From an optimization exercise on the open Yosys and OpenROAD flow, aimed at small area; shortcuts taken in it are not production practice.
The RTL was checked by simulation tests, not by an equivalence proof against the original design.
No activity file was given, so power comes from the tool's default toggle rates.

File: design/flow/config.mk
export PLATFORM = sky130hd
export DESIGN_NAME = tone_to_dac
export DESIGN_NICKNAME = tone_to_dac
export VERILOG_FILES = /design/flow/design.v
export SDC_FILE = /design/flow/constraint.sdc
export NUM_CORES = 4
export LEC_CHECK = 0
export CAP_MARGIN = 20
export CORE_MARGIN = 2
export CORE_UTILIZATION = 40
export CTS_BUF_LIST = sky130_fd_sc_hd__clkbuf_2
export SLEW_MARGIN = 20
File: design/flow/constraint.sdc
create_clock -name core_clock -period 90.0 [get_ports {clk}]
set_input_delay 18.0000 -clock core_clock [delete_from_list [all_inputs] [get_ports {clk}]]
set_output_delay 18.0000 -clock core_clock [all_outputs]
set_load 0.01 [all_outputs]
File: design/flow/design.v
`default_nettype none
package audio_pkg;
  localparam int unsigned CLK_HZ   = 100_000_000;
  localparam int unsigned SIL      = 100_000_000;
  localparam int unsigned MAX_TONE = 20_000;
endpackage
`default_nettype wire
`default_nettype none
module square_gen #(
  parameter int unsigned CLK_HZ = audio_pkg::CLK_HZ,
  parameter int unsigned SIL    = audio_pkg::SIL
) (
  input  logic        clk,
  input  logic        rst,
  input  logic [31:0] tone_i,
  output logic        sq_o,
  output logic        silent_o
);
  localparam int unsigned HALF = CLK_HZ / 2;
  logic [14:0] tone_q;    
  logic        act_q;     
  logic [25:0] acc_q;     
  logic        sq_q;
  logic        audible_w, change_w, wrap_w;
  logic [25:0] sum_w;
  assign audible_w = (tone_i[31:15] == 17'd0) && (tone_i[14:0] != 15'd0) &&
                     (tone_i[14:0] <= 15'(audio_pkg::MAX_TONE));
  assign change_w  = !act_q || (tone_i[14:0] != tone_q);
  logic [26:0] cy_w;
  assign cy_w[0] = 1'b0;
  for (genvar i = 0; i < 26; i++) begin : g_add
    if (i < 15) begin : g_fa
      assign sum_w[i]   = acc_q[i] ^ tone_q[i] ^ cy_w[i];
      assign cy_w[i+1]  = (acc_q[i] & tone_q[i]) | (acc_q[i] & cy_w[i]) | (tone_q[i] & cy_w[i]);
    end else begin : g_ha
      assign sum_w[i]   = acc_q[i] ^ cy_w[i];
      assign cy_w[i+1]  = acc_q[i] & cy_w[i];
    end
  end
  assign wrap_w    = (sum_w > 26'(HALF));
  always_ff @(posedge clk) begin
    tone_q <= tone_i[14:0];
    acc_q  <= (change_w || wrap_w) ? {11'd0, tone_i[14:0]} : sum_w;
    sq_q   <= change_w ? 1'b0 : (sq_q ^ wrap_w);
  end
  always_ff @(posedge clk or negedge rst) begin
    if (!rst) act_q <= 1'b0;
    else      act_q <= audible_w;
  end
  assign sq_o     = sq_q;
  assign silent_o = !act_q;
endmodule
`default_nettype wire
`default_nettype none
module tone_to_dac #(
  parameter int unsigned CLK_HZ = audio_pkg::CLK_HZ,
  parameter int unsigned SIL    = audio_pkg::SIL
) (
  input  logic        clk,
  input  logic        rst,
  input  logic [31:0] toneL,
  input  logic [31:0] toneR,
  input  logic [2:0]  volume,
  input  logic        mute,
  output logic        audio_mclk,
  output logic        audio_lrck,
  output logic        audio_sck,
  output logic        audio_sdin
);
  logic [8:0] cnt_q;
  logic       nz_l_q, nz_r_q;       
  logic       pos_l_q, pos_r_q;     
  logic [2:0] vol_q;
  logic       sq_l, sil_l, sq_r, sil_r;
  logic       load_w, live_w;
  square_gen #(.CLK_HZ(CLK_HZ), .SIL(SIL)) u_sq_l (
    .clk      (clk),
    .rst      (rst),
    .tone_i   (toneL),
    .sq_o     (sq_l),
    .silent_o (sil_l)
  );
  square_gen #(.CLK_HZ(CLK_HZ), .SIL(SIL)) u_sq_r (
    .clk      (clk),
    .rst      (rst),
    .tone_i   (toneR),
    .sq_o     (sq_r),
    .silent_o (sil_r)
  );
  assign load_w = (cnt_q == 9'd511);
  assign live_w = !mute && (volume != 3'd0);
  always_ff @(posedge clk or negedge rst) begin
    if (!rst) begin
      cnt_q  <= 9'd0;
      nz_l_q <= 1'b0;
      nz_r_q <= 1'b0;
    end else begin
      cnt_q <= cnt_q + 9'd1;
      if (load_w) begin
        nz_l_q <= live_w && !sil_l;
        nz_r_q <= live_w && !sil_r;
      end
    end
  end
  always_ff @(posedge clk) begin
    if (load_w) begin
      pos_l_q <= sq_l;
      pos_r_q <= sq_r;
      vol_q   <= volume;
    end
  end
  logic [3:0] j_w, m_w;
  logic       nz_w, pos_w;
  assign j_w   = cnt_q[7:4];
  assign m_w   = (vol_q >= 3'd5) ? 4'd1 : (4'd6 - {1'b0, vol_q});
  assign nz_w  = cnt_q[8] ? nz_r_q : nz_l_q;
  assign pos_w = cnt_q[8] ? pos_r_q : pos_l_q;
  assign audio_mclk = cnt_q[1];
  assign audio_sck  = cnt_q[3];
  assign audio_lrck = cnt_q[8];
  assign audio_sdin = nz_w && (pos_w ? (j_w == m_w) : (j_w <= m_w));
endmodule
`default_nettype wire
File: design/flow/flow/run.sh
#!/bin/bash
# Standard layout, but with the smallest buffer on the ports and no CTS dummy loads.
export BUFFER_PORTS_ARGS="-buffer_cell sky130_fd_sc_hd__buf_1"
export CTS_ARGS="-sink_clustering_enable -repair_clock_nets -dont_use_dummy_load -buf_list sky130_fd_sc_hd__clkbuf_8"
bash standard.sh > standard.log 2>&1
File: design/flow/standard.sh
#!/bin/bash
# synth_recipe.tcl (not shown) runs the flow's synth.tcl, then flattens the netlist and writes it again
# the make line also repeats each setting of config.mk as NAME=value (left out here)
make -C /OpenROAD-flow-scripts/flow DESIGN_CONFIG=/design/flow/config.mk WORK_HOME=/design/flow/orfs CLKGATE_MAP_FILE= SYNTH_SCRIPT=/design/flow/synth_recipe.tcl "${@:-finish}"
==> results of run 1 <==
final cells by class:
class | count | area [µm²]
Clock buffer | 9 | 124
Timing Repair Buffer | 73 | 274
Sequential cell | 102 | 2160
Tap cell | 147 | 184
Fill cell | 1137 | 6550
Multi-Input combinational cell | 257 | 2410
Inverter | 55 | 206
critical path, stage by stage, from the launching register on:
cell and delay, ns:
edfxtp_1 0.44, ha_1 0.23, nor3_1 0.24, o21ai_0 0.13, ha_1 0.30, nor2b_1 0.13
o211ai_1 0.16, nand3_1 0.09, a221oi_1 0.26, buf_1 0.19
final timing paths:
kind,startpoint,to
min in group asynchronous,rst,u_sq_r.act_q$_DFF_PN0_
setup reg to reg,u_sq_r.tone_q[0]$_DFF_P_,u_sq_r.acc_q[4]$_DFF_P_
hold / removal,cnt_q[0]$_DFF_PN0_,cnt_q[0]$_DFF_PN0_
max in group asynchronous,rst,cnt_q[6]$_DFF_PN0_
setup / recovery,vol_q[0]$_DFFE_PN_,audio_sdin
hold reg to reg,cnt_q[0]$_DFF_PN0_,cnt_q[0]$_DFF_PN0_
routing by layer:
layer	routed length (µm)	vias to the layer above	track usage	share of wire
li1	-	1575	-	-
met1	4230	1465	0.196	0.49
met2	3900	73	0.232	0.45
met3	389	13	0.0345	0.045
met4	167	0	0.0537	0.019
met5	0	-	0	0
stage by stage:
stage | worst slack (ns) | util
5_1_grt | 69.27 | 0.450
6_report | 69.45 | 0.450
4_1_cts | 69.41 | 0.450
2_1_floorplan | 70.06 | -
3_3_place_gp | 69.46 | 0.439
3_5_place_dp | 69.41 | 0.439
state kept, by name, summed over array words and instances, names as in the netlist, 3 cells and up:
| register | count |
|---|---|
| u_sq_l.acc_q | 26 |
| u_sq_r.acc_q | 26 |
| u_sq_l.tone_q | 15 |
| u_sq_r.tone_q | 15 |
| cnt_q | 9 |
| vol_q | 3 |
cells in the mapped netlist (all sizes together), types with 8 or more instances:
library cell  instances  area share
fa                   28        0.12
nand4                17       0.022
and2                 20       0.026
xnor2                35       0.063
dfxtp                84        0.35
dfrtp                13       0.067
nand3                 8      0.0083
mux2i                13       0.027
inv                  55       0.043
nor4                 15       0.019
mux2                 18       0.044
ha                   30       0.078
power groups by stage:
| stage | Sequential [mW] | Clock, mW | Combinational [mW] |
|---|---|---|---|
| 3_5_place_dp | 0.0490 | 0 | 0.00998 |
| 2_1_floorplan | 0.0488 | 0 | 0.00614 |
| 4_1_cts | 0.0479 | 0.0237 | 0.0101 |
| 3_3_place_gp | 0.0489 | 0 | 0.00984 |
| 5_1_grt | 0.0481 | 0.0257 | 0.0114 |
| 6_report | 0.0479 | 0.0227 | 0.00987 |
kinds of logic after synthesis:
| family | count (synthesis) |
|---|---|
| other cells | 1 |
| flops | 102 |
| compound gates | 26 |
| fa+ha+maj | 58 |
| xor+xnor | 38 |
| simple gates | 103 |
| buf+inv | 61 |
| mux | 31 |
==> notes.md, run 1 <==
hpwl dp=roughly 7000 µm; most frequent cells in the layout=84 x dfxtp_1, 73 x buf_1, 55 x inv_1, 35 x xnor2_1, 30 x ha_1; yosys warns=2; TritonCTS buffer count=9; leakage=2.28 nW; core area=0.0119 mm²; Net Sw Frac=0.245; placed insts=634; endpoints failing hold=0; Sw Pwr=a little under 20 µW; Worst-Margin Slew=0.754 ns; Cell Count, Final, Fillers Out=643; GRT Total Usage=0.146; Tcrit/Tclk final=0.228; initial antenna violation count=0; vias in the first global route=about 3200; antenna cell count=0; unique cell type count in the Yosys netlist=50; run status=finished clean; Max IR drop VDD=0.00668 mV; worst reg-to-reg setup slack=81.22 ns; largest family of logic cells by synthesized area=adder cells; Post-synth ARST share=0.127; crit end category=output port; IO Pins=74; first-pass GRT wire length=14900 µm; post-layout power=80.5 µW; Reg power frac=0.595; Die Ht=~110 µm; worst path arrival time=roughly 2.6 ns; Post-synth EDFFs=5; CTS clk-pin slew, worst paths=0.09 ns; crit path kind=reg2out; RD Place Congestion=0.800; Clk pwr share=0.282; Max FO, Critical Path=4; mux contribution to synthesized area=0.0712; First-pass DRT Iterations=4; clk_skew=approximately 0.034 ns; DP Area=0.00523 mm²; post-synthesis sequential area ratio=0.446; Mapped Nets=between 500 and 600; syn_area_per_cell=11.5 µm²; most common cell after layout, fill and taps aside=dfxtp_1; post-synthesis register bit count=~100; Logic pwr share=0.123; number of nets with antenna violations after routing=0; DRC Markers=0; Final #Nets=~630; Post-Syn Instances=420; area grow syn2layout=10.8%; Die Area=~0.013 mm²; RSZ-0062 raised after global routing=false; largest net degree at the start of global routing=27; fin. max-slew vios=0; final wirelength=between 8000 and 9000 µm; startpoint types=register; post-route cell area=0.00536 mm²; Synth Area in Simple Gates=0.128; FP Rows=40; average wire per standard cell=~14 µm; Post-CTS Resized=0; CTS Sinks=102; cells on worst reg2reg path=35; most used flip-flop cell after synthesis=dfxtp_1; final setup vio count=0; internal cell power=60.7 µW; drt initial violations=80; clock tree from TritonCTS=done; initial core utilization=0.406; Period minus WS final=20.55 ns; number of H-tree levels=3; hold_buf cts=0; WHS=0.437 ns; pwr/cell area=15.0 mW/mm²; Final TNS setup=0 ns; vias per inst=slightly below 5; share of layout cells above drive strength 1=0.0706; post-CTS setup buffers=0; CTS root buf=clkbuf_8; IO Port Bufs=73; GRT overflow=0; Worst Path Required=a little over 70 ns; vias=between 3000 and 4000; Synth Area in Compound Gates=0.0368; worst skew pair latency=0.37 ns; WHS Path Cells=1; max cap viols=0; XOR/XNOR share of the synthesized area=0.0689; Die X=roughly 110 µm; clock tree buffer depth=2; Max Freq=between 0.04 and 0.05 GHz; Synth Area in Adders=0.194; Cell Area, Synth=0.00483 mm²; Slew headroom=0.497; Hold Crit Class=reg2reg
==> run 2: changes to the inputs <==
==> design/flow/flow/run.sh (replaced) <==
#!/bin/bash
# Standard layout with: smallest buffer on the ports, no CTS dummy loads,
# no ABC pre-mapping before full-adder extraction, and power recovery (downsizing).
export BUFFER_PORTS_ARGS="-buffer_cell sky130_fd_sc_hd__buf_1"
export CTS_ARGS="-sink_clustering_enable -repair_clock_nets -dont_use_dummy_load -buf_list sky130_fd_sc_hd__clkbuf_8"
export SYNTH_ARGS="-noabc"
export RECOVER_POWER=100
bash standard.sh > standard.log 2>&1
==> notes.md, run 2 <==
run status=finished with violations; Layout Check Fails=max-capacitance violations, max-slew violations; vias=3048 (-2.5%); Area contributors post-synth=dfxtp_1 35%, fa_1 12%, ha_1 8.2%, dfrtp_1 6.8%, xnor2_1 6.1%; clk_skew=0.0168 ns (-0.0169 ns); syn_area_per_cell=12.2 µm² (+6.2%); Synth Area in Compound Gates=0.0437 (+0.00693); drt initial violations=99 (+24%); most common cell after layout, fill and taps aside=dfxtp_1; Critical-path top delay cell=a21boi_0; DRC Markers=0 (unchanged); Critical Path Max Stage Delay=2.66 ns (+2.22 ns); DP Worst Slack=69.64 ns (+0.224 ns); Slew headroom=-1.36 (-1.85); worst-path cell chain=buf_1 -> xnor2_1 -> nand4_1 -> nor4_1 -> a21boi_0 -> mux2_2; GRT Total Usage=0.152 (+0.00617); Hold Crit Class=reg2reg; final setup margin=68.04 ns (-1.41 ns); crit path kind=in2reg; yosys warns=2 (unchanged); worst path arrival time=22.20 ns (+19.65 ns); worst reg-to-reg setup slack=76.83 ns (-4.39 ns); initial antenna violation count=0 (unchanged); pwr/cell area=15.2 mW/mm² (+0.90%); First-pass DRT Iterations=15 (+11); clock tree buffer depth=2 (unchanged); crit path buf inv count=1 (unchanged); Post-Syn Instances=389 (-7.4%); share of the synthesized area in the top cell type=0.354 (+0.00577); Final #Nets=599 (-4.3%); IO Pins=74 (unchanged); average wire per standard cell=14.6 µm (+8.0%); fillers=1110 (-2.4%); post-route cell area=0.00529 mm² (-1.3%); Tcrit/Tclk final=0.244 (+0.0157); most frequent cells in the layout=84 x dfxtp_1, 65 x buf_1, 33 x xnor2_1, 31 x ha_1, 28 x fa_1; Die Ht=113 µm (-0.79%); hold_buf cts=0 (unchanged); IO Port Bufs=73 (unchanged); hpwl dp=7110 µm (+1.4%); Die X=113 µm (-0.79%); CTS root buf=clkbuf_8; crit end category=register; Mapped Nets=518 (-5.5%); max cap viols=1 (+1); Largest delay share family, worst path=compound AO/OA/AOI/OAI gates; vias per inst=4.99 (+2.6%); Post-synth EDFFs=5 (unchanged); XOR/XNOR share of the synthesized area=0.0718 (+0.00298); vias in the first global route=3250 (+0.092%); DP Area=0.00518 mm² (-1.0%); Die Area=0.0128 mm² (-1.6%); Post-CTS Resized=0 (unchanged); fin. max-slew vios=27 (+27); Max Freq=0.0455 GHz (-6.4%); post-CTS setup buffers=0 (unchanged); largest family of logic cells by synthesized area=adder cells; startpoint types=primary input; leakage=2.12 nW (-7.1%); endpoints failing hold=0 (unchanged); area grow syn2layout=11.2%; mux contribution to synthesized area=0.0782 (+0.00697); GRT overflow=0 (unchanged); RD Place Congestion=0.765 (-4.5%); post-synthesis sequential area ratio=0.454 (+0.00740); WHS=0.488 ns (+0.0502 ns); Synth Area in Simple Gates=0.130 (+0.00238); FP Rows=39 (-2.5%); CTS clk-pin slew, worst paths=0.09 ns (about the same); Post-synth ARST share=0.127 (unchanged); largest net degree at the start of global routing=27 (unchanged); top-count cell post-synth=dfxtp_1; number of nets with antenna violations after routing=0 (unchanged); final setup vio count=0 (unchanged); final wirelength=8910 µm (+2.6%); first-pass GRT wire length=15400 µm (+3.2%); Final TNS setup=0 ns (unchanged); Synth Area in Adders=0.199 (+0.00584); most used flip-flop cell after synthesis=dfxtp_1; Cell Area, Synth=0.00475 mm² (-1.6%); post-synthesis register bit count=102 (unchanged); Post-synth top cells=84 x dfxtp_1, 33 x xnor2_1, 31 x ha_1; Top Registers=u_sq_l.acc_q x26, u_sq_r.acc_q x26; Max FO, Critical Path=26 (+22); Max IR drop VDD=0.00761 mV (+14%); Period minus WS final=21.96 ns (+1.41 ns); share of layout cells above drive strength 1=0.109 (+0.0384); clock tree from TritonCTS=done; number of H-tree levels=3 (unchanged); TritonCTS buffer count=9 (unchanged); CTS Sinks=102 (unchanged); Worst Path Required=90.25 ns (+18.25 ns); antenna cell count=0 (unchanged); RSZ-0062 raised after global routing=false; core area=0.0115 mm² (-3.3%); Worst-Margin Slew=3.50 ns (+2.75 ns); unique cell type count in the Yosys netlist=48 (-4.0%); worst skew pair latency=0.36 ns (about the same); largest area contributor in the netlist=dfxtp_1; initial core utilization=0.413 (+0.00709)
run 2: cells by family (layout without fill, tap and decap cells):
logic type | after synthesis | after routing
xor gates and xnor gates | 39 | 39
other | 1 | 1
muxes | 31 | 31
and+or+nand+nor | 107 | 107
adders and majority gates | 59 | 59
buffers and inverters | 23 | 102
AOI/OAI and AO/OA | 27 | 27
DFF | 102 | 102
run 2: metal layers:
layer	routed length, µm	vias to the layer above	global-route usage	share of wire
met5	0	-	0	0
met4	149	0	0.0618	0.017
met3	326	10	0.0268	0.037
met2	4200	57	0.245	0.47
met1	4240	1460	0.206	0.48
li1	-	1521	-	-
run 2: through the flow:
stage                     power [mW]  cells  utilization
after floorplan               0.0548    389            -
after global placement        0.0587    602        0.450
after detailed placement      0.0589    602        0.450
after CTS                     0.0814    611        0.461
after global routing          0.0844    611        0.459
final                         0.0801    611        0.459
run 2: worst register-to-register path, delay by kind of cell, from the launching register on:
kind | cells | cell delay [ns]
flip-flops | 1 | 0.34
AO/OA/AOI/OAI | 1 | 2.61
multiplexers | 1 | 0.50
adder cells (fa/ha/maj) | 25 | 8.95
AND/OR/NAND/NOR | 3 | 0.66
run 2: layout make-up:
cell class | count | area [µm²] | share of cell area
multi-input cells | 264 | 2480 | 0.469
clock buffers | 9 | 124 | 0.0234
flip-flops and latches | 102 | 2160 | 0.408
repair buffers | 74 | 278 | 0.0525
inverters | 19 | 71.3 | 0.0135
well taps | 143 | 179 | 0.0338
run 2: worst paths after layout:
kind                       depth (start not counted)                       to                startpoint
min reg2reg                                        0        pos_l_q$_DFFE_PN_    u_sq_l.sq_q$_SDFF_PP0_
min in group asynchronous                          1   u_sq_l.act_q$_DFF_PN0_                       rst
max reg2reg                                       30  u_sq_l.acc_q[2]$_DFF_P_  u_sq_l.tone_q[0]$_DFF_P_
min                                                0        pos_l_q$_DFFE_PN_    u_sq_l.sq_q$_SDFF_PP0_
max                                                6  u_sq_l.acc_q[2]$_DFF_P_                  toneL[2]
max in group asynchronous                          1       cnt_q[8]$_DFF_PN0_                       rst
run 2: power by group:
part	leakage (nW)	internal [mW]	switching, mW
registers	0.907	0.0470	0.000994
logic	1.14	0.00489	0.00490
clock network	0.0647	0.00900	0.0133
==> run 3: changes to the inputs <==
--- a/design/flow/design.v
+++ b/design/flow/design.v
@@ -27,15 +27,5 @@
                      (tone_i[14:0] <= 15'(audio_pkg::MAX_TONE));
   assign change_w  = !act_q || (tone_i[14:0] != tone_q);
-  logic [26:0] cy_w;
-  assign cy_w[0] = 1'b0;
-  for (genvar i = 0; i < 26; i++) begin : g_add
-    if (i < 15) begin : g_fa
-      assign sum_w[i]   = acc_q[i] ^ tone_q[i] ^ cy_w[i];
-      assign cy_w[i+1]  = (acc_q[i] & tone_q[i]) | (acc_q[i] & cy_w[i]) | (tone_q[i] & cy_w[i]);
-    end else begin : g_ha
-      assign sum_w[i]   = acc_q[i] ^ cy_w[i];
-      assign cy_w[i+1]  = acc_q[i] & cy_w[i];
-    end
-  end
+  assign sum_w     = acc_q + {11'd0, tone_q};
   assign wrap_w    = (sum_w > 26'(HALF));
   always_ff @(posedge clk) begin
==> design/flow/run.sh (new file) <==
#!/bin/bash
# synth_recipe.tcl (not shown) runs the flow's synth.tcl, then flattens the netlist and writes it again
# the make line also repeats each setting of config.mk as NAME=value (left out here)
make -C /OpenROAD-flow-scripts/flow DESIGN_CONFIG=/design/flow/config.mk WORK_HOME=/design/flow/orfs CLKGATE_MAP_FILE= SYNTH_SCRIPT=/design/flow/synth_recipe.tcl finish
--- a/design/flow/config.mk
+++ b/design/flow/config.mk
@@ -9,4 +9,3 @@
 export CORE_MARGIN = 2
 export CORE_UTILIZATION = 40
-export CTS_BUF_LIST = sky130_fd_sc_hd__clkbuf_2
 export SLEW_MARGIN = 20
removed: design/flow/flow/run.sh
removed: design/flow/standard.sh
==> notes.md, run 3 <==
startpoint types=primary input; largest net degree at the start of global routing=27 (unchanged); Slew headroom=0.358 (+1.71); Die Ht=129 µm (+14%); Area contributors post-synth=dfxtp_1 27%, xnor2_1 8.3%, ha_1 7.6%, dfrtp_1 5.2%, a21oi_1 3.0%; worst reg-to-reg setup slack=85.37 ns (+8.54 ns); fin. max-slew vios=0 (-100%); worst skew pair latency=0.35 ns (about the same); Cell Area, Synth=0.00626 mm² (+32%); Final #Nets=867 (+45%); IO Pins=74 (unchanged); crit path kind=in2reg; CTS clk-pin slew, worst paths=0.07 ns (-0.02 ns); Max FO, Critical Path=19 (-27%); hpwl dp=13000 µm (+83%); pwr/cell area=14.4 mW/mm² (-5.1%); largest area contributor in the netlist=dfxtp_1; number of H-tree levels=3 (unchanged); placed insts=957 (+59%); Top Registers=u_sq_l.acc_q x26, u_sq_r.acc_q x26; post-synthesis sequential area ratio=0.345 (-0.109); First-pass DRT Iterations=5 (-10); Die X=129 µm (+14%); initial core utilization=0.410 (-0.00286); syn_area_per_cell=9.11 µm² (-25%); max cap viols=0 (-1); Worst Path Required=90.24 ns (about the same); Max Freq=0.0478 GHz (+5.0%); clk_skew=0.0130 ns (-0.00386 ns); first-pass GRT wire length=26800 µm (+74%); Post-Syn Instances=687 (+77%); Post-synth ARST share=0.127 (unchanged); post-layout power=107 µW (+33%); yosys warns=2 (unchanged); register area=0.00216 mm² (unchanged); DP Area=0.00717 mm² (+38%); CTS Sinks=102 (unchanged); unique cell type count in the Yosys netlist=79 (+65%); post-route cell area=0.00743 mm² (+41%); fillers=1463 (+32%); Period minus WS final=20.92 ns (-1.04 ns); hold wc startpoint=u_sq_l.sq_q$_SDFF_PP0_; clock tree buffer depth=2 (unchanged); Post-synth top cells=84 x dfxtp_1, 59 x xnor2_1, 46 x nor2_1; average wire per standard cell=16.8 µm (+15%); post-synthesis register bit count=102 (unchanged); leakage=2.88 nW (+36%); hold_buf cts=0 (unchanged); most used flip-flop cell after synthesis=dfxtp_1; WHS Path Cells=0 (unchanged); GRT Total Usage=0.202 (+0.0492); Hold Crit Class=reg2reg; core area=0.0153 mm² (+32%); Die Area=0.0167 mm² (+30%); TritonCTS buffer count=9 (unchanged); initial antenna violation count=0 (unchanged); antenna cell count=0 (unchanged); share of the synthesized area in the top cell type=0.269 (-0.0849); final wirelength=16300 µm (+83%); Mapped Nets=797 (+54%); CTS root buf=clkbuf_16; Cell Count, Final, Fillers Out=971 (+59%); Post-synth EDFFs=5 (unchanged); area grow syn2layout=18.8%; crit end category=register; Min-Delay Endpoint=pos_l_q$_DFFE_PN_; endpoints failing hold=0 (unchanged); clock tree from TritonCTS=done; R2R Path End=u_sq_r.acc_q[5]$_DFF_P_; vias per inst=5.56 (+12%); post-CTS setup buffers=0 (unchanged); Tcrit/Tclk final=0.232 (-0.0115); GRT overflow=0 (unchanged); Max IR drop VDD=0.00963 mV (+27%); run status=finished clean; most frequent cells in the layout=84 x dfxtp_1, 73 x clkdlybuf4s50_1, 59 x xnor2_1, 46 x nor2_1, 42 x nand2_1; top-count cell post-synth=dfxtp_1; Post-CTS Resized=0 (unchanged); most common cell after layout, fill and taps aside=dfxtp_1; worst path arrival time=21.16 ns (-1.04 ns); FP Rows=45 (+15%); cells on worst reg2reg path=12 (-60%); Worst-Margin Slew=0.963 ns (-2.54 ns); IO Port Bufs=73 (unchanged); final setup vio count=0 (unchanged); area of the multi-input gates=0.00389 mm² (+57%); share of layout cells above drive strength 1=0.0658 (-0.0432); drt initial violations=376 (+280%); vias in the first global route=5219 (+61%); DRC Markers=0 (unchanged); vias=5401 (+77%); number of nets with antenna violations after routing=0 (unchanged); RD Place Congestion=0.911 (+19%); Final TNS setup=0 ns (unchanged); r2r startpoint=u_sq_r.tone_q[0]$_DFF_P_; RSZ-0062 raised after global routing=false
-- run 3: changes by cell type in the layout (fill, tap and decap cells not counted), sizes merged, moves of 26 or more --
cell           previous run  this run
clkdlybuf4s50             0        73
a21oi                     6        38
buf                      65         1
nand2                     8        42
nor2                     20        46
fa                       28         2
xnor2                    33        60
-- run 3: worst max-delay path by stage --
| stage | start | end | slack, ns |
|---|---|---|---|
| 2_1_floorplan | vol_q[0]$_DFFE_PN_ | audio_sdin | 70.06 |
| 3_3_place_gp | toneR[14] | u_sq_r.acc_q[12]$_DFF_P_ | 68.83 |
| 3_5_place_dp | toneR[1] | u_sq_r.acc_q[5]$_DFF_P_ | 68.72 |
| 4_1_cts | vol_q[0]$_DFFE_PN_ | audio_sdin | 69.03 |
| 5_1_grt | toneR[10] | u_sq_r.acc_q[5]$_DFF_P_ | 68.75 |
| 6_report | toneR[14] | u_sq_r.acc_q[5]$_DFF_P_ | 69.08 |
-- run 3: per-layer routing --
layer / up-vias / routed length, µm / global-route usage / part of all wire
li1: 2682 / - / - / -
met1: 2575 / 8090 / 0.287 / 0.50
met2: 134 / 7350 / 0.317 / 0.45
met3: 10 / 756 / 0.0458 / 0.046
met4: 0 / 103 / 0.0371 / 0.0063
met5: - / 0 / 0 / 0
-- run 3: logic make-up after synthesis --
family / Yosys count / synth area share
adder cells (fa/ha/maj): 40 / 0.0824
buffers and inverters: 46 / 0.0334
AO/OA/AOI/OAI: 149 / 0.169
flip-flops: 102 / 0.345
other: 1 / 0.000599
multiplexers: 33 / 0.0574
XOR/XNOR: 73 / 0.103
AND/OR/NAND/NOR: 243 / 0.209
-- run 3: power by group --
group / internal (mW) / switching (mW) / total [mW]
sequential: 0.0470 / 0.000838 / 0.0478
combinational: 0.0102 / 0.0123 / 0.0226
clock: 0.0189 / 0.0176 / 0.0365
total: 0.0761 / 0.0308 / 0.107
-- run 3: worst max-delay path, cell delays in order --
cell and delay (ns):
clkdlybuf4s50_1 0.58, xnor2_1 0.16, nand4_1 0.11, nor4_1 0.41, o21ai_0 0.27, a21oi_1 0.37
and2_1 0.83, mux2_2 0.42
-- run 3: through the flow --
stage | util | hold slack (ns) | setup slack (ns)
after floorplan | - | 0.417 | 70.06
after global placement | 0.470 | 0.429 | 68.83
after detailed placement | 0.470 | 0.436 | 68.72
after CTS | 0.487 | 0.458 | 69.03
after global routing | 0.487 | 0.473 | 68.75
final | 0.487 | 0.462 | 69.08
-- run 3: final cells by class --
| type | count | area share |
|---|---|---|
| multi-input cells | 539 | 0.523 |
| flip-flops and latches | 102 | 0.290 |
| repair buffers | 74 | 0.0993 |
| well taps | 211 | 0.0355 |
| clock buffers | 9 | 0.0303 |
| inverters | 31 | 0.0157 |
| clock inverters | 5 | 0.00572 |
==> run 4: changes to the inputs <==
--- a/design/flow/design.v
+++ b/design/flow/design.v
@@ -27,5 +27,15 @@
                      (tone_i[14:0] <= 15'(audio_pkg::MAX_TONE));
   assign change_w  = !act_q || (tone_i[14:0] != tone_q);
-  assign sum_w     = acc_q + {11'd0, tone_q};
+  logic [26:0] cy_w;
+  assign cy_w[0] = 1'b0;
+  for (genvar i = 0; i < 26; i++) begin : g_add
+    if (i < 15) begin : g_fa
+      assign sum_w[i]   = acc_q[i] ^ tone_q[i] ^ cy_w[i];
+      assign cy_w[i+1]  = (acc_q[i] & tone_q[i]) | (acc_q[i] & cy_w[i]) | (tone_q[i] & cy_w[i]);
+    end else begin : g_ha
+      assign sum_w[i]   = acc_q[i] ^ cy_w[i];
+      assign cy_w[i+1]  = acc_q[i] & cy_w[i];
+    end
+  end
   assign wrap_w    = (sum_w > 26'(HALF));
   always_ff @(posedge clk) begin
==> design/flow/flow/run.sh (new file) <==
#!/bin/bash
# Standard layout with: the smallest buffer on the ports, no CTS dummy loads,
# no ABC pre-mapping before full-adder extraction, and every combinational
# cell downsized before the placement repair_design.
export BUFFER_PORTS_ARGS="-buffer_cell sky130_fd_sc_hd__buf_1"
export CTS_ARGS="-sink_clustering_enable -repair_clock_nets -dont_use_dummy_load -buf_list sky130_fd_sc_hd__clkbuf_8"
export SYNTH_ARGS="-noabc"
export PRE_RESIZE_TCL="$(pwd)/flow/downsize.tcl"
bash standard.sh > standard.log 2>&1
==> design/flow/flow/downsize.tcl (new file) <==
# Before the placement-stage repair_design: give every combinational cell its
# smallest drive strength (same function and pins); repair_design then fixes
# any slew or capacitance limit this breaks. Timing has tens of ns of slack.
set dont_use_list $::env(DONT_USE_CELLS)
proc ds_dont_use {name} {
  foreach pat $::dont_use_list { if {[string match $pat $name]} { return 1 } }
  return 0
}
set ds_best [dict create]
foreach lc [get_lib_cells *] {
  set n [get_name $lc]
  if {![regexp {^(sky130_fd_sc_hd__[a-z0-9]+)_([0-9]+)$} $n -> base sz]} { continue }
  if {[ds_dont_use $n]} { continue }
  set a [get_property $lc area]
  if {![dict exists $ds_best $base] || $a < [lindex [dict get $ds_best $base] 1]} {
    dict set ds_best $base [list $n $a]
  }
}
set ds_count 0
set ds_saved 0.0
foreach inst [get_cells *] {
  set ref [get_property $inst ref_name]
  if {![regexp {^(sky130_fd_sc_hd__[a-z0-9]+)_([0-9]+)$} $ref -> base sz]} { continue }
  # keep registers, clock cells, taps, ties and fillers as they are
  if {[regexp {^sky130_fd_sc_hd__(s?e?df|dl|clk|tap|conb|fill|decap|diode)} $ref]} { continue }
  if {![dict exists $ds_best $base]} { continue }
  lassign [dict get $ds_best $base] best barea
  if {$best eq $ref} { continue }
  set old [get_property [get_lib_cells $ref] area]
  if {$barea >= $old} { continue }
  replace_cell $inst [get_lib_cells $best]
  incr ds_count
  set ds_saved [expr {$ds_saved + $old - $barea}]
}
puts "downsize: replaced $ds_count cells, saved $ds_saved um2"
==> design/flow/standard.sh (new file) <==
#!/bin/bash
# synth_recipe.tcl (not shown) runs the flow's synth.tcl, then flattens the netlist and writes it again
# the make line also repeats each setting of config.mk as NAME=value (left out here)
make -C /OpenROAD-flow-scripts/flow DESIGN_CONFIG=/design/flow/config.mk WORK_HOME=/design/flow/orfs CLKGATE_MAP_FILE= SYNTH_SCRIPT=/design/flow/synth_recipe.tcl "${@:-finish}"
--- a/design/flow/config.mk
+++ b/design/flow/config.mk
@@ -9,3 +9,4 @@
 export CORE_MARGIN = 2
 export CORE_UTILIZATION = 40
+export CTS_BUF_LIST = sky130_fd_sc_hd__clkbuf_2
 export SLEW_MARGIN = 20
removed: design/flow/run.sh
==> notes.md, run 4 <==
run status=stopped before the end; post-synthesis register bit count=102 (unchanged); largest area contributor in the netlist=dfxtp_1; RD Place Congestion=0.765 (-16%); Mapped Nets=518 (-35%); unique cell type count in the Yosys netlist=48 (-39%); Failed at=3_4_place_resized; top-count cell post-synth=dfxtp_1; Area contributors post-synth=dfxtp_1 35%, fa_1 12%, ha_1 8.2%, dfrtp_1 6.8%, xnor2_1 6.1%; share of the synthesized area in the top cell type=0.354 (+0.0849); IO Port Bufs=73 (unchanged); Post-synth ARST share=0.127 (unchanged); Die X=113 µm (-12%); Post-synth EDFFs=5 (unchanged); most used flip-flop cell after synthesis=dfxtp_1; post-synthesis sequential area ratio=0.454 (+0.109); FP Rows=39 (-13%); Post-Syn Instances=389 (-43%); Cell Area, Synth=0.00475 mm² (-24%); initial core utilization=0.413 (+0.00286); syn_area_per_cell=12.2 µm² (+34%); Err=Error: resize.tcl, 5 can't read "::dont_use_list": no such variable; IO Pins=74 (unchanged); yosys warns=2 (unchanged); Post-synth top cells=84 x dfxtp_1, 33 x xnor2_1, 31 x ha_1; Die Ht=113 µm (-12%)
## run 4: power by group through the flow
stage             Combinational, mW  Sequential (mW)  Clock [mW]
global placement            0.00971           0.0490           0
floorplan                   0.00599           0.0488           0
## run 4: logic make-up after synthesis
kind of cell    share of synthesized area
simple gates                        0.130
flops                               0.454
fa+ha+maj                           0.199
xor+xnor                           0.0718
mux                                0.0782
compound gates                     0.0437
buf+inv                            0.0221
other cells                      0.000789
## run 4: worst max path at each step
stage                                  end
global placement  u_sq_l.acc_q[14]$_DFF_P_
floorplan                       audio_sdin
## run 4: metrics by stage
| step | worst slack, ns | power [mW] | cell area, µm² | instances | hold WS, ns |
|---|---|---|---|---|---|
| floorplan | 70.26 | 0.0548 | 4750 | 389 | 0.417 |
| global placement | 69.69 | 0.0587 | 5180 | 602 | 0.471 |
==> run 5: changes to the inputs <==
--- a/design/flow/flow/downsize.tcl
+++ b/design/flow/flow/downsize.tcl
@@ -2,10 +2,10 @@
 # smallest drive strength (same function and pins); repair_design then fixes
 # any slew or capacitance limit this breaks. Timing has tens of ns of slack.
-set dont_use_list $::env(DONT_USE_CELLS)
+set ::dont_use_list $::env(DONT_USE_CELLS)
 proc ds_dont_use {name} {
   foreach pat $::dont_use_list { if {[string match $pat $name]} { return 1 } }
   return 0
 }
-set ds_best [dict create]
+set ::ds_best [dict create]
 foreach lc [get_lib_cells *] {
   set n [get_name $lc]
@@ -13,6 +13,6 @@
   if {[ds_dont_use $n]} { continue }
   set a [get_property $lc area]
-  if {![dict exists $ds_best $base] || $a < [lindex [dict get $ds_best $base] 1]} {
-    dict set ds_best $base [list $n $a]
+  if {![dict exists $::ds_best $base] || $a < [lindex [dict get $::ds_best $base] 1]} {
+    dict set ::ds_best $base [list $n $a]
   }
 }
@@ -24,6 +24,6 @@
   # keep registers, clock cells, taps, ties and fillers as they are
   if {[regexp {^sky130_fd_sc_hd__(s?e?df|dl|clk|tap|conb|fill|decap|diode)} $ref]} { continue }
-  if {![dict exists $ds_best $base]} { continue }
-  lassign [dict get $ds_best $base] best barea
+  if {![dict exists $::ds_best $base]} { continue }
+  lassign [dict get $::ds_best $base] best barea
   if {$best eq $ref} { continue }
   set old [get_property [get_lib_cells $ref] area]
==> notes.md, run 5 <==
cells on worst reg2reg path=31; worst-path cell chain=ha_1 -> nor3_1 -> o21ai_0 -> ha_1 -> nor2b_1 -> o211ai_1 -> nand3_1 -> a21oi_1 -> buf_1; Post-synth ARST share=0.127 (unchanged); Crit. Startpoint=vol_q[0]$_DFFE_PN_; share of layout cells above drive strength 1=0.0705; IO Port Bufs=73 (unchanged); CTS Sinks=102; worst path arrival time=around 2.4 ns; unique cell type count in the Yosys netlist=48 (unchanged); run status=finished clean; most frequent cells in the layout=84 x dfxtp_1, 74 x buf_1, 33 x xnor2_1, 31 x ha_1, 28 x fa_1; Die Area=roughly 0.013 mm²; endpoints failing hold=0; post-layout power=80.1 µW; most common cell after layout, fill and taps aside=dfxtp_1; Die Ht=113 µm (unchanged); Period minus WS final=approximately 20 ns; Critical Path Max Stage Delay=between 0.4 and 0.5 ns; CTS root buf=clkbuf_8; Post-Syn Instances=389 (unchanged); hold_buf cts=0; Final #Nets=599; number of H-tree levels=3; Die X=113 µm (unchanged); fin. max-slew vios=0; crit end category=output port; core area=0.0115 mm²; DRC Markers=0; Hold Crit Class=reg2reg; Max Freq=0.0491 GHz; hold wc startpoint=u_sq_r.sq_q$_SDFF_PP0_; Top Registers=u_sq_l.acc_q x26, u_sq_r.acc_q x26; Max FO, Critical Path=4; GRT Total Usage=0.152; final wirelength=8910 µm; GRT overflow=0; area grow syn2layout=10.4%; initial core utilization=0.413 (unchanged); yosys warns=2 (unchanged); crit path kind=reg2out; RSZ-0062 raised after global routing=false; TritonCTS buffer count=9; average wire per standard cell=approximately 15 µm; Post-synth EDFFs=5 (unchanged); Slew headroom=0.344; Post-synth top cells=84 x dfxtp_1, 33 x xnor2_1, 31 x ha_1; Area contributors post-synth=dfxtp_1 35%, fa_1 12%, ha_1 8.2%, dfrtp_1 6.8%, xnor2_1 6.1%; post-synthesis register bit count=102 (unchanged); largest area contributor in the netlist=dfxtp_1; largest net degree at the start of global routing=27; vias in the first global route=3214; clock tree from TritonCTS=done; Tcrit/Tclk final=0.226; antenna cell count=0; Worst Path Required=72.00 ns; IO Pins=74 (unchanged); WHS=0.476 ns; Critical-path top delay cell=edfxtp_1; number of nets with antenna violations after routing=0; post-CTS setup buffers=0; clock tree buffer depth=2; Post-CTS Resized=0; hpwl dp=7140 µm; cell mode on critical path=ha_1; WHS Path Cells=0; first-pass GRT wire length=15200 µm; share of the synthesized area in the top cell type=0.354 (unchanged); Final TNS setup=0 ns; vias per inst=~5.0; top-count cell post-synth=dfxtp_1; max cap viols=0; R2R Path End=u_sq_r.acc_q[13]$_DFF_P_; Max IR drop VDD=~0.0063 mV; r2r startpoint=u_sq_r.tone_q[0]$_DFF_P_; leakage=2.08 nW; CTS clk-pin slew, worst paths=0.08 ns; FP Rows=39 (unchanged); clk_skew=between 0.02 and 0.03 ns; drt initial violations=60; worst reg-to-reg setup slack=78.23 ns; Cell Area, Synth=0.00475 mm² (unchanged); First-pass DRT Iterations=15; Mapped Nets=518 (unchanged); vias=3080; syn_area_per_cell=12.2 µm² (unchanged); most used flip-flop cell after synthesis=dfxtp_1; worst skew pair latency=0.38 ns; startpoint types=register; Worst-Margin Slew=0.984 ns; RD Place Congestion=0.765 (unchanged); post-synthesis sequential area ratio=0.454 (unchanged); initial antenna violation count=0; Min-Delay Endpoint=pos_r_q$_DFFE_PN_; pwr/cell area=15.3 mW/mm²; final setup vio count=0
## run 5: cell counts after synthesis
Identical to the previous run, type by type.
## run 5: per-layer routing
metal,part of all wire,GRT usage
met2,0.47,0.240
met1,0.48,0.206
met3,0.034,0.0268
met5,0,0
met4,0.020,0.0683
## run 5: layout make-up
class                      count  area [µm²]
clock buffer                   9         124
fill                        1089        6260
inverter                      19        71.3
multi-input combinational    264        2440
sequential                   102        2160
tap                          143         179
timing repair buffer          74         278
## run 5: worst max-delay path: cells and delay by family, from the launching register on
family,cells,cell delay (ns)
and+or+nand+nor,3,0.44
DFF,1,0.44
AOI/OAI and AO/OA,3,0.41
adders and majority gates,2,0.54
buffers and inverters,1,0.16
## run 5: worst max path at each step
stage | endpoint | slack (ns) | cells after the start
global placement | u_sq_l.acc_q[14]$_DFF_P_ | 69.69 | 6
finish | audio_sdin | 69.64 | 9
floorplan | audio_sdin | 70.26 | 8
CTS | audio_sdin | 69.61 | 9
global route | audio_sdin | 69.40 | 10
detailed placement | u_sq_r.acc_q[12]$_DFF_P_ | 69.51 | 7
## run 5: report_power, final
| group | switching [mW] | total (mW) | internal, mW | leakage, nW |
|---|---|---|---|---|
| clock network | 0.0136 | 0.0226 | 0.00900 | 0.0647 |
| registers | 0.000994 | 0.0480 | 0.0470 | 0.907 |
| logic | 0.00485 | 0.00952 | 0.00467 | 1.11 |
| total | 0.0195 | 0.0801 | 0.0606 | 2.08 |
## run 5: cell families after synthesis
kind of cell / synth area share
simple gates: 0.130
other cells: 0.000789
buf+inv: 0.0221
compound gates: 0.0437
xor+xnor: 0.0718
flops: 0.454
fa+ha+maj: 0.199
mux: 0.0782
## run 5: per-stage QoR
stage / instances / util / cell area [µm²] / worst slack [ns]
CTS: 611 / 0.456 / 5250 / 69.61
detailed placement: 602 / 0.445 / 5130 / 69.51
floorplan: 389 / - / 4750 / 70.26
finish: 611 / 0.456 / 5250 / 69.64
global placement: 602 / 0.450 / 5180 / 69.69
global route: 611 / 0.456 / 5250 / 69.40
==> run 6: changes to the inputs <==
--- a/design/flow/design.v
+++ b/design/flow/design.v
@@ -38,5 +38,8 @@
     end
   end
-  assign wrap_w    = (sum_w > 26'(HALF));
+  logic hi_top_w;
+  assign hi_top_w  = sum_w[25] & sum_w[23] & sum_w[22] & sum_w[21] & sum_w[20] &
+                     sum_w[19] & sum_w[17];
+  assign wrap_w    = hi_top_w & (sum_w[16] | (sum_w[15] & (sum_w[14:0] > 15'd28800)));
   always_ff @(posedge clk) begin
     tone_q <= tone_i[14:0];
==> notes.md, run 6 <==
endpoints failing hold=0 (unchanged); share of the synthesized area in the top cell type=0.354 (+0.000373); IO Port Bufs=73 (unchanged); Final #Nets=604 (+0.83%); worst skew pair latency=0.37 ns (about the same); RSZ-0062 raised after global routing=false; vias per inst=4.92 (-2.5%); Stages on worst setup path=9 (unchanged); TritonCTS buffer count=9 (unchanged); initial antenna violation count=0 (unchanged); Max IR drop VDD=0.00740 mV (+18%); Worst Path Required=72.00 ns (about the same); max cap viols=0 (unchanged); Worst-Margin Slew=0.850 ns (-0.134 ns); Post-CTS Resized=0 (unchanged); core area=0.0115 mm² (unchanged); CTS Sinks=102 (unchanged); Largest delay share family, worst path=adder cells; most common cell after layout, fill and taps aside=dfxtp_1; Area contributors post-synth=dfxtp_1 35%, fa_1 12%, ha_1 8.2%, dfrtp_1 6.8%, xnor2_1 6.3%; cells on worst reg2reg path=31 (unchanged); most used flip-flop cell after synthesis=dfxtp_1; antenna cell count=0 (unchanged); number of H-tree levels=3 (unchanged); Post-synth EDFFs=5 (unchanged); RD Place Congestion=0.804 (+5.1%); final wirelength=8280 µm (-7.0%); Post-synth top cells=84 x dfxtp_1, 35 x nor2_1, 34 x xnor2_1; pwr/cell area=15.4 mW/mm² (+1.0%); IO Pins=74 (unchanged); Die Area=0.0128 mm² (-0.11%); post-layout util=0.450 (-0.00619); DRC Markers=0 (unchanged); first-pass GRT wire length=14500 µm (-5.1%); unique cell type count in the Yosys netlist=34 (-29%); Critical Path End=audio_sdin; initial core utilization=0.412 (-0.000435); vias=3029 (-1.7%); most frequent cells in the layout=84 x dfxtp_1, 75 x buf_1, 35 x nor2_1, 34 x xnor2_1, 31 x ha_1; post-synthesis register bit count=102 (unchanged); largest net degree at the start of global routing=19 (-30%); syn_area_per_cell=12.0 µm² (-1.6%); Critical Path Max Stage Delay=0.44 ns (about the same); r2r startpoint=u_sq_l.tone_q[0]$_DFF_P_; hpwl dp=6740 µm (-5.6%); FP Rows=39 (unchanged); Top Registers=u_sq_l.acc_q x26, u_sq_r.acc_q x26; Critical-path top delay cell=edfxtp_1; leakage=2.02 nW (-2.9%); Hold Crit Class=reg2reg; First-pass DRT Iterations=25 (+10); largest area contributor in the netlist=dfxtp_1; fillers=1116 (+2.5%); post-layout power=79.9 µW (-0.34%); clk_skew=0.0277 ns (-0.000279 ns); drt initial violations=100 (+67%); post-synthesis sequential area ratio=0.454 (+0.000478); clock tree buffer depth=2 (unchanged); Post-Syn Instances=395 (+1.5%); CTS root buf=clkbuf_8; cell mode on critical path=ha_1; crit path buf inv count=1 (unchanged); worst reg-to-reg setup slack=78.72 ns (+0.49 ns); Period minus WS final=20.51 ns (+0.151 ns); Tcrit/Tclk final=0.228 (+0.00168); crit path kind=reg2out; R2R Path End=u_sq_l.acc_q[14]$_DFF_P_; worst-path cell chain=ha_1 -> nor3_1 -> o21ai_0 -> ha_1 -> nor2b_1 -> o211ai_1 -> nand3_1 -> a221oi_1 -> buf_1; Crit. Startpoint=vol_q[0]$_DFFE_PN_; vias in the first global route=3136 (-2.4%); Final TNS setup=0 ns (unchanged); fin. max-slew vios=0 (unchanged); share of layout cells above drive strength 1=0.0486 (-0.0219); GRT overflow=0 (unchanged); worst path arrival time=2.51 ns (+0.15 ns); average wire per standard cell=13.4 µm (-7.8%); Die X=113 µm (about the same); crit end category=output port; run status=finished clean; final setup vio count=0 (unchanged); GRT Total Usage=0.144 (-0.00834); area grow syn2layout=9.06%; number of nets with antenna violations after routing=0 (unchanged); CTS clk-pin slew, worst paths=0.09 ns (about the same); startpoint types=register; Max Freq=0.0488 GHz (-0.74%); top-count cell post-synth=dfxtp_1; yosys warns=2 (unchanged); Cell Area, Synth=0.00475 mm² (-0.11%); Post-synth ARST share=0.127 (unchanged); post-CTS setup buffers=0 (unchanged); clock tree from TritonCTS=done; Max FO, Critical Path=4 (unchanged); Die Ht=113 µm (about the same); Mapped Nets=524 (+1.2%); Slew headroom=0.433 (+0.0894); hold_buf cts=0 (unchanged)
-- run 6: cell types whose count changed in the layout (fill, tap and decap cells not counted), sizes merged, moves of 5 or more --
cell	before	now
and2	13	0
inv	19	28
nor2	20	35
nor3	8	13
-- run 6: power breakdown --
group	switching (mW)	total, mW	internal (mW)
Sequential	0.00101	0.0480	0.0470
Clock	0.0136	0.0226	0.00899
Combinational	0.00478	0.00933	0.00455
Total	0.0193	0.0799	0.0605
-- run 6: layer usage --
metal	vias up	share of wire	wire, µm	GRT usage
li1	1517	-	-	-
met4	0	0.0077	64	0.0512
met5	-	0	0	0
met1	1448	0.46	3850	0.182
met2	58	0.48	4010	0.235
met3	6	0.044	361	0.0434
-- run 6: final cells by class --
cell class	instances	area, µm²	area share
multi-input combinational	259	2330	0.450
inverter	28	105	0.0203
tap	143	179	0.0345
clock buffer	9	124	0.0239
sequential	102	2160	0.416
timing repair buffer	75	282	0.0543
-- run 6: worst min-delay path by stage --
stage                           start                end  slack (ns)  cells after the start
6_report       u_sq_r.sq_q$_SDFF_PP0_  pos_r_q$_DFFE_PN_        0.48                      0
5_1_grt        u_sq_r.sq_q$_SDFF_PP0_  pos_r_q$_DFFE_PN_        0.50                      0
4_1_cts        u_sq_r.sq_q$_SDFF_PP0_  pos_r_q$_DFFE_PN_        0.49                      0
3_5_place_dp   u_sq_r.sq_q$_SDFF_PP0_  pos_r_q$_DFFE_PN_        0.47                      0
3_3_place_gp   u_sq_r.sq_q$_SDFF_PP0_  pos_r_q$_DFFE_PN_        0.47                      0
2_1_floorplan  u_sq_l.sq_q$_SDFF_PP0_  pos_l_q$_DFFE_PN_        0.43                      0
-- run 6: cell families after synthesis --
family	Yosys count	synth area share
AND/OR/NAND/NOR	108	0.117
flip-flops	102	0.454
adder cells (fa/ha/maj)	59	0.200
XOR/XNOR	41	0.0756
buffers and inverters	34	0.0387
multiplexers	31	0.0875
AO/OA/AOI/OAI	19	0.0266
other	1	0.000790
-- run 6: worst register-to-register path: cells and delay by family (launching register included) --
kind            cells  cell delay (ns)
xor+xnor            1             0.14
buf+inv             1             0.70
fa+ha+maj          25             8.69
mux                 1             0.41
simple gates        2             0.66
flops               1             0.34
compound gates      1             0.18
-- run 6: through the flow --
| step | area (µm²) | worst slack, ns | hold WS [ns] | instances |
|---|---|---|---|---|
| final | 5180 | 69.49 | 0.484 | 616 |
| after global routing | 5180 | 69.24 | 0.503 | 616 |
| after CTS | 5180 | 69.41 | 0.489 | 616 |
| after detailed placement | 5060 | 69.50 | 0.468 | 607 |
| after global placement | 5140 | 69.68 | 0.467 | 607 |
| after floorplan | 4750 | 70.06 | 0.428 | 395 |
==> run 7: changes to the inputs <==
--- a/design/flow/flow/run.sh
+++ b/design/flow/flow/run.sh
@@ -4,5 +4,5 @@
 # cell downsized before the placement repair_design.
 export BUFFER_PORTS_ARGS="-buffer_cell sky130_fd_sc_hd__buf_1"
-export CTS_ARGS="-sink_clustering_enable -repair_clock_nets -dont_use_dummy_load -buf_list sky130_fd_sc_hd__clkbuf_8"
+export CTS_ARGS="-sink_clustering_enable -repair_clock_nets -dont_use_dummy_load -buf_list sky130_fd_sc_hd__clkbuf_16"
 export SYNTH_ARGS="-noabc"
 export PRE_RESIZE_TCL="$(pwd)/flow/downsize.tcl"
==> notes.md, run 7 <==
register area=0.00216 mm² (unchanged); Max IR drop VDD=0.00989 mV (+34%); share of layout cells above drive strength 1=0.0486 (unchanged); initial antenna violation count=0 (unchanged); crit path kind=reg2out; DP Area=0.00506 mm² (unchanged); most used flip-flop cell after synthesis=dfxtp_1; vias per inst=4.92 (unchanged); largest area contributor in the netlist=dfxtp_1; Critical Path Max Stage Delay=0.43 ns (about the same); Period minus WS final=20.50 ns (-0.00220 ns); clk_skew=0.0153 ns (-0.0124 ns); IO Port Bufs=73 (unchanged); pwr/cell area=16.9 mW/mm² (+9.9%); Post-synth ARST share=0.127 (unchanged); post-layout util=0.459 (+0.00880); most frequent cells in the layout=84 x dfxtp_1, 75 x buf_1, 35 x nor2_1, 34 x xnor2_1, 31 x ha_1; endpoints failing hold=0 (unchanged); Area contributors post-synth=dfxtp_1 35%, fa_1 12%, ha_1 8.2%, dfrtp_1 6.8%, xnor2_1 6.3%; CTS clk-pin slew, worst paths=0.06 ns (-0.03 ns); top-count cell post-synth=dfxtp_1; Cell Area, Synth=0.00475 mm² (unchanged); FP Rows=39 (unchanged); first-pass GRT wire length=14600 µm (+0.66%); CTS Sinks=102 (unchanged); startpoint types=register; Final TNS setup=0 ns (unchanged); number of nets with antenna violations after routing=0 (unchanged); post-synthesis register bit count=102 (unchanged); Max FO, Critical Path=4 (unchanged); post-CTS setup buffers=0 (unchanged); DRC Markers=0 (unchanged); Final #Nets=604 (unchanged); cell mode on critical path=ha_1; Die X=113 µm (unchanged); Hold Crit Class=reg2reg; post-synthesis sequential area ratio=0.454 (unchanged); Post-CTS Resized=0 (unchanged); crit path buf inv count=1 (unchanged); hold_buf cts=0 (unchanged); final setup vio count=0 (unchanged); antenna cell count=0 (unchanged); Top Registers=u_sq_l.acc_q x26, u_sq_r.acc_q x26; Mapped Nets=524 (unchanged); GRT Total Usage=0.145 (+0.000833); share of the synthesized area in the top cell type=0.354 (unchanged); number of H-tree levels=3 (unchanged); Worst Path Required=72.00 ns (about the same); core area=0.0115 mm² (unchanged); syn_area_per_cell=12.0 µm² (unchanged); GRT overflow=0 (unchanged); area grow syn2layout=11.2%; Largest delay share family, worst path=compound AO/OA/AOI/OAI gates; clock tree from TritonCTS=done; hpwl dp=6740 µm (unchanged); Critical-path top delay cell=edfxtp_1; Post-synth top cells=84 x dfxtp_1, 35 x nor2_1, 34 x xnor2_1; vias in the first global route=3143 (+0.22%); RSZ-0062 raised after global routing=false; run status=finished clean; final wirelength=8290 µm (about the same); unique cell type count in the Yosys netlist=34 (unchanged); clock tree buffer depth=2 (unchanged); average wire per standard cell=13.4 µm (about the same); fin. max-slew vios=0 (unchanged); Max Freq=0.0488 GHz (about the same); initial core utilization=0.412 (unchanged); Slew headroom=0.433 (about the same); Post-Syn Instances=395 (unchanged); IO Pins=74 (unchanged); Die Area=0.0128 mm² (unchanged); largest net degree at the start of global routing=19 (unchanged); post-route cell area=0.00528 mm² (+2.0%); TritonCTS buffer count=9 (unchanged); worst skew pair latency=0.34 ns (-0.03 ns); yosys warns=2 (unchanged); CTS root buf=clkbuf_16; area of the multi-input gates=0.00233 mm² (unchanged); max cap viols=0 (unchanged); Die Ht=113 µm (unchanged); drt initial violations=119 (+19%); leakage=2.07 nW (+2.3%); vias=3029 (unchanged); fillers=1103 (-1.2%); First-pass DRT Iterations=25 (unchanged); Worst-Margin Slew=0.851 ns (+0.000403 ns); Post-synth EDFFs=5 (unchanged); crit end category=output port; Tcrit/Tclk final=0.228 (about the same); most common cell after layout, fill and taps aside=dfxtp_1; worst path arrival time=2.50 ns (about the same); worst-path cell chain=ha_1 -> nor3_1 -> o21ai_0 -> ha_1 -> nor2b_1 -> o211ai_1 -> nand3_1 -> a221oi_1 -> buf_1; RD Place Congestion=0.804 (unchanged)
-- run 7: cell counts after synthesis --
Identical to the previous run, type by type.
-- run 7: through the flow --
stage / power, mW / setup slack [ns] / instances / hold slack (ns)
6_report: 0.0895 / 69.50 / 616 / 0.481
4_1_cts: 0.0910 / 69.45 / 616 / 0.483
3_3_place_gp: 0.0588 / 69.68 / 607 / 0.467
3_5_place_dp: 0.0585 / 69.50 / 607 / 0.468
2_1_floorplan: 0.0552 / 70.06 / 395 / 0.428
5_1_grt: 0.0943 / 69.29 / 616 / 0.495
-- run 7: logic make-up (layout without fill, tap and decap cells) --
kind of cell             Yosys count  in the layout  synth area share
AND/OR/NAND/NOR                  108            108             0.117
XOR/XNOR                          41             41            0.0756
AO/OA/AOI/OAI                     19             19            0.0266
adder cells (fa/ha/maj)           59             59             0.200
multiplexers                      31             31            0.0875
other                              1              1          0.000790
buffers and inverters             34            112            0.0387
flip-flops                       102            102             0.454
-- run 7: path summary, 6_finish.rpt --
check,startpoint,to,slack [ns],depth (start not counted)
worst max-delay path,vol_q[0]$_DFFE_PN_,audio_sdin,69.50,9
worst min-delay path,u_sq_r.sq_q$_SDFF_PP0_,pos_r_q$_DFFE_PN_,0.48,0
worst max register to register,u_sq_l.tone_q[0]$_DFF_P_,u_sq_l.acc_q[14]$_DFF_P_,78.75,31
worst min register to register,u_sq_r.sq_q$_SDFF_PP0_,pos_r_q$_DFFE_PN_,0.48,0
max in group asynchronous,rst,nz_r_q$_DFFE_PN0N_,71.89,1
min in group asynchronous,rst,cnt_q[1]$_DFF_PN0_,17.67,1
-- run 7: power by group --
group / internal (mW) / switching (mW)
Sequential: 0.0470 / 0.00100
Clock: 0.0176 / 0.0145
Combinational: 0.00454 / 0.00477
Total: 0.0692 / 0.0203
-- run 7: cell type report --
class                      instances  share of cell area
multi-input combinational        259               0.442
sequential                       102               0.408
timing repair buffer              75              0.0533
clock buffer                       9              0.0426
tap                              143              0.0339
inverter                          28              0.0199
-- run 7: metal layers --
metal | global-route usage | vias up | part of all wire
met5 | 0 | - | 0
met4 | 0.0537 | 0 | 0.014
met3 | 0.0418 | 7 | 0.041
met2 | 0.236 | 59 | 0.48
met1 | 0.184 | 1443 | 0.47
li1 | - | 1520 | -
==> run 8: changes to the inputs <==
--- a/design/flow/flow/run.sh
+++ b/design/flow/flow/run.sh
@@ -4,5 +4,5 @@
 # cell downsized before the placement repair_design.
 export BUFFER_PORTS_ARGS="-buffer_cell sky130_fd_sc_hd__buf_1"
-export CTS_ARGS="-sink_clustering_enable -repair_clock_nets -dont_use_dummy_load -buf_list sky130_fd_sc_hd__clkbuf_16"
+export CTS_ARGS="-sink_clustering_enable -repair_clock_nets -dont_use_dummy_load -buf_list sky130_fd_sc_hd__clkbuf_16 -sink_clustering_size 50 -sink_clustering_max_diameter 500"
 export SYNTH_ARGS="-noabc"
 export PRE_RESIZE_TCL="$(pwd)/flow/downsize.tcl"
==> notes.md, run 8 <==
share of layout cells above drive strength 1=0.0486 (unchanged); Synth Area in Compound Gates=0.0266 (unchanged); most common cell after layout, fill and taps aside=dfxtp_1; Worst Path Required=72.00 ns (about the same); hold_buf cts=0 (unchanged); Post-CTS Resized=0 (unchanged); Area contributors post-synth=dfxtp_1 35%, fa_1 12%, ha_1 8.2%, dfrtp_1 6.8%, xnor2_1 6.3%; First-pass DRT Iterations=25 (unchanged); area of the multi-input gates=0.00233 mm² (unchanged); Cell Area, Synth=0.00475 mm² (unchanged); DP Area=0.00506 mm² (unchanged); share of the synthesized area in the top cell type=0.354 (unchanged); antenna cell count=0 (unchanged); Logic pwr share=0.104 (about the same); worst-path cell chain=ha_1 -> nor3_1 -> o21ai_0 -> ha_1 -> nor2b_1 -> o211ai_1 -> nand3_1 -> a221oi_1 -> buf_1; clock tree from TritonCTS=done; post-synthesis register bit count=102 (unchanged); Period minus WS final=20.50 ns (unchanged); first-pass GRT wire length=14600 µm (unchanged); Post-synth EDFFs=5 (unchanged); most frequent cells in the layout=84 x dfxtp_1, 75 x buf_1, 35 x nor2_1, 34 x xnor2_1, 31 x ha_1; IO Pins=74 (unchanged); worst skew pair latency=0.34 ns (about the same); initial antenna violation count=0 (unchanged); average wire per standard cell=13.4 µm (unchanged); run status=finished clean; area grow syn2layout=11.2% (unchanged); Net Sw Frac=0.227 (unchanged); hold wc startpoint=u_sq_r.sq_q$_SDFF_PP0_; FP Rows=39 (unchanged); Mapped Nets=524 (unchanged); clock tree buffer depth=2 (unchanged); vias in the first global route=3143 (unchanged); largest family of logic cells by synthesized area=adder cells; Post-synth ARST share=0.127 (unchanged); mux contribution to synthesized area=0.0875 (unchanged); leakage=2.07 nW (unchanged); Final TNS setup=0 ns (unchanged); startpoint types=register; initial core utilization=0.412 (unchanged); yosys warns=2 (unchanged); pwr/cell area=16.9 mW/mm² (unchanged); Max FO, Critical Path=4 (unchanged); WHS=0.481 ns (unchanged); Critical Path Max Stage Delay=0.43 ns (about the same); post-route cell area=0.00528 mm² (unchanged); top-count cell post-synth=dfxtp_1; placed insts=607 (unchanged); vias=3029 (unchanged); Critical-path top delay cell=edfxtp_1; final setup vio count=0 (unchanged); clk_skew=0.0153 ns (unchanged); cell mode on critical path=ha_1; Crit. Startpoint=vol_q[0]$_DFFE_PN_; number of nets with antenna violations after routing=0 (unchanged); post-synthesis sequential area ratio=0.454 (unchanged); Max Freq=0.0488 GHz (unchanged); core area=0.0115 mm² (unchanged); syn_area_per_cell=12.0 µm² (unchanged); post-CTS setup buffers=0 (unchanged); largest net degree at the start of global routing=19 (unchanged); post-layout util=0.459 (unchanged); CTS Sinks=102 (unchanged); Die X=113 µm (unchanged); Clk pwr share=0.359 (about the same); Post-Syn Instances=395 (unchanged); r2r startpoint=u_sq_l.tone_q[0]$_DFF_P_; Reg power frac=0.537 (about the same); vias per inst=4.92 (unchanged); RD Place Congestion=0.804 (unchanged); largest area contributor in the netlist=dfxtp_1; crit end category=output port; XOR/XNOR share of the synthesized area=0.0756 (unchanged); CTS clk-pin slew, worst paths=0.06 ns (about the same); Worst-Margin Slew=0.851 ns (unchanged); fin. max-slew vios=0 (unchanged); most used flip-flop cell after synthesis=dfxtp_1; final wirelength=8290 µm (unchanged); Post-synth top cells=84 x dfxtp_1, 35 x nor2_1, 34 x xnor2_1; Tcrit/Tclk final=0.228 (unchanged); unique cell type count in the Yosys netlist=34 (unchanged); Synth Area in Simple Gates=0.117 (unchanged); Die Ht=113 µm (unchanged); TritonCTS buffer count=9 (unchanged); Slew headroom=0.433 (unchanged); hpwl dp=6740 µm (unchanged); Sw Pwr=20.3 µW (unchanged); register area=0.00216 mm² (unchanged); fillers=1103 (unchanged); Synth Area in Adders=0.200 (unchanged); crit path kind=reg2out; Hold Crit Class=reg2reg; Cell Count, Final, Fillers Out=616 (unchanged); Die Area=0.0128 mm² (unchanged); GRT Total Usage=0.145 (unchanged); number of H-tree levels=3 (unchanged); RSZ-0062 raised after global routing=false; Final #Nets=604 (unchanged); DRC Markers=0 (unchanged); Max IR drop VDD=0.00989 mV (unchanged); internal cell power=69.2 µW (unchanged); endpoints failing hold=0 (unchanged); max cap viols=0 (unchanged); CTS root buf=clkbuf_16; GRT overflow=0 (unchanged); IO Port Bufs=73 (unchanged); drt initial violations=119 (unchanged); worst path arrival time=2.50 ns (about the same); Top Registers=u_sq_l.acc_q x26, u_sq_r.acc_q x26
-- run 8: cell counts after synthesis --
No cell type changed its count.
-- run 8: final cells by class --
type                    count  share of cell area
inverters                  28              0.0199
well taps                 143              0.0339
multi-input cells         259               0.442
clock buffers               9              0.0426
flip-flops and latches    102               0.408
repair buffers             75              0.0533
-- run 8: power groups by stage --
stage / Sequential [mW] / Combinational, mW / Clock (mW)
after floorplan: 0.0488 / 0.00631 / 0
after global placement: 0.0490 / 0.00981 / 0
after detailed placement: 0.0490 / 0.00944 / 0
after CTS: 0.0481 / 0.00950 / 0.0334
after global routing: 0.0482 / 0.0108 / 0.0352
final: 0.0480 / 0.00931 / 0.0321
-- run 8: logic make-up after synthesis --
| family | after synthesis |
|---|---|
| and+or+nand+nor | 108 |
| muxes | 31 |
| xor gates and xnor gates | 41 |
| AOI/OAI and AO/OA | 19 |
| adders and majority gates | 59 |
| DFF | 102 |
| other | 1 |
| buffers and inverters | 34 |
-- run 8: final timing paths --
kind	end	slack [ns]	cells after the start
worst max-delay path	audio_sdin	69.50	9
worst min-delay path	pos_r_q$_DFFE_PN_	0.48	0
max in group asynchronous	nz_r_q$_DFFE_PN0N_	71.89	1
worst min register to register	pos_r_q$_DFFE_PN_	0.48	0
min in group asynchronous	cnt_q[1]$_DFF_PN0_	17.67	1
worst max register to register	u_sq_l.acc_q[14]$_DFF_P_	78.75	31
-- run 8: critical path: cells and delay by family, from the launching register on --
kind            cells  cell delay, ns
compound gates      3            0.56
fa+ha+maj           2            0.53
simple gates        3            0.46
flops               1            0.43
buf+inv             1            0.20
-- run 8: per-layer routing --
| metal | part of all wire | GRT usage |
|---|---|---|
| met1 | 0.47 | 0.184 |
| met5 | 0 | 0 |
| met2 | 0.48 | 0.236 |
| met3 | 0.041 | 0.0418 |
| met4 | 0.014 | 0.0537 |
-- run 8: per-stage QoR --
step | worst slack [ns] | power [mW]
6_report | 69.50 | 0.0895
5_1_grt | 69.29 | 0.0943
4_1_cts | 69.45 | 0.0910
3_5_place_dp | 69.50 | 0.0585
3_3_place_gp | 69.68 | 0.0588
2_1_floorplan | 70.06 | 0.0552

==> static timing again, ports no longer ideal <==
In the flow no input, the clock included, has a driving cell. The finished layouts below were timed again as built, in two steps.
Step 1 assumes that a clkbuf_16 drives the clock port and a buf_2 every other input.
Step 2, shift: input delay + t, output delay - t, t = (earliest + latest rising clock arrival at the registers) / 2. This alone moves slack from input paths to output paths.
Slacks: ideal / step 1 / step 2; pairs: ideal / step 1.
run | t, ns | slack for setup (ns) | hold slack, ns | cell pins on the clock port's net
run 1 | 0.390 | 69.455 / 69.422 / 69.685 | 0.437 / 0.437 / 0.437 | 1
run 2 | 0.382 | 68.044 / 68.032 / 67.650 | 0.488 / 0.488 / 0.488 | 1
run 3 | 0.387 | 69.082 / 69.055 / 68.700 | 0.462 / 0.462 / 0.462 | 1
run 5 | 0.395 | 69.644 / 69.610 / 69.517 | 0.476 / 0.476 / 0.476 | 1
run 6 | 0.388 | 69.493 / 69.463 / 69.527 | 0.484 / 0.484 / 0.484 | 1
run 7 | 0.369 | 69.495 / 69.459 / 69.525 | 0.481 / 0.481 / 0.481 | 1
run 8 | 0.369 | 69.495 / 69.459 / 69.525 | 0.481 / 0.481 / 0.481 | 1
For run 2, which loses most, drivers alone change the setup slack by -0.012 ns; drivers and shift together by -0.394 ns.
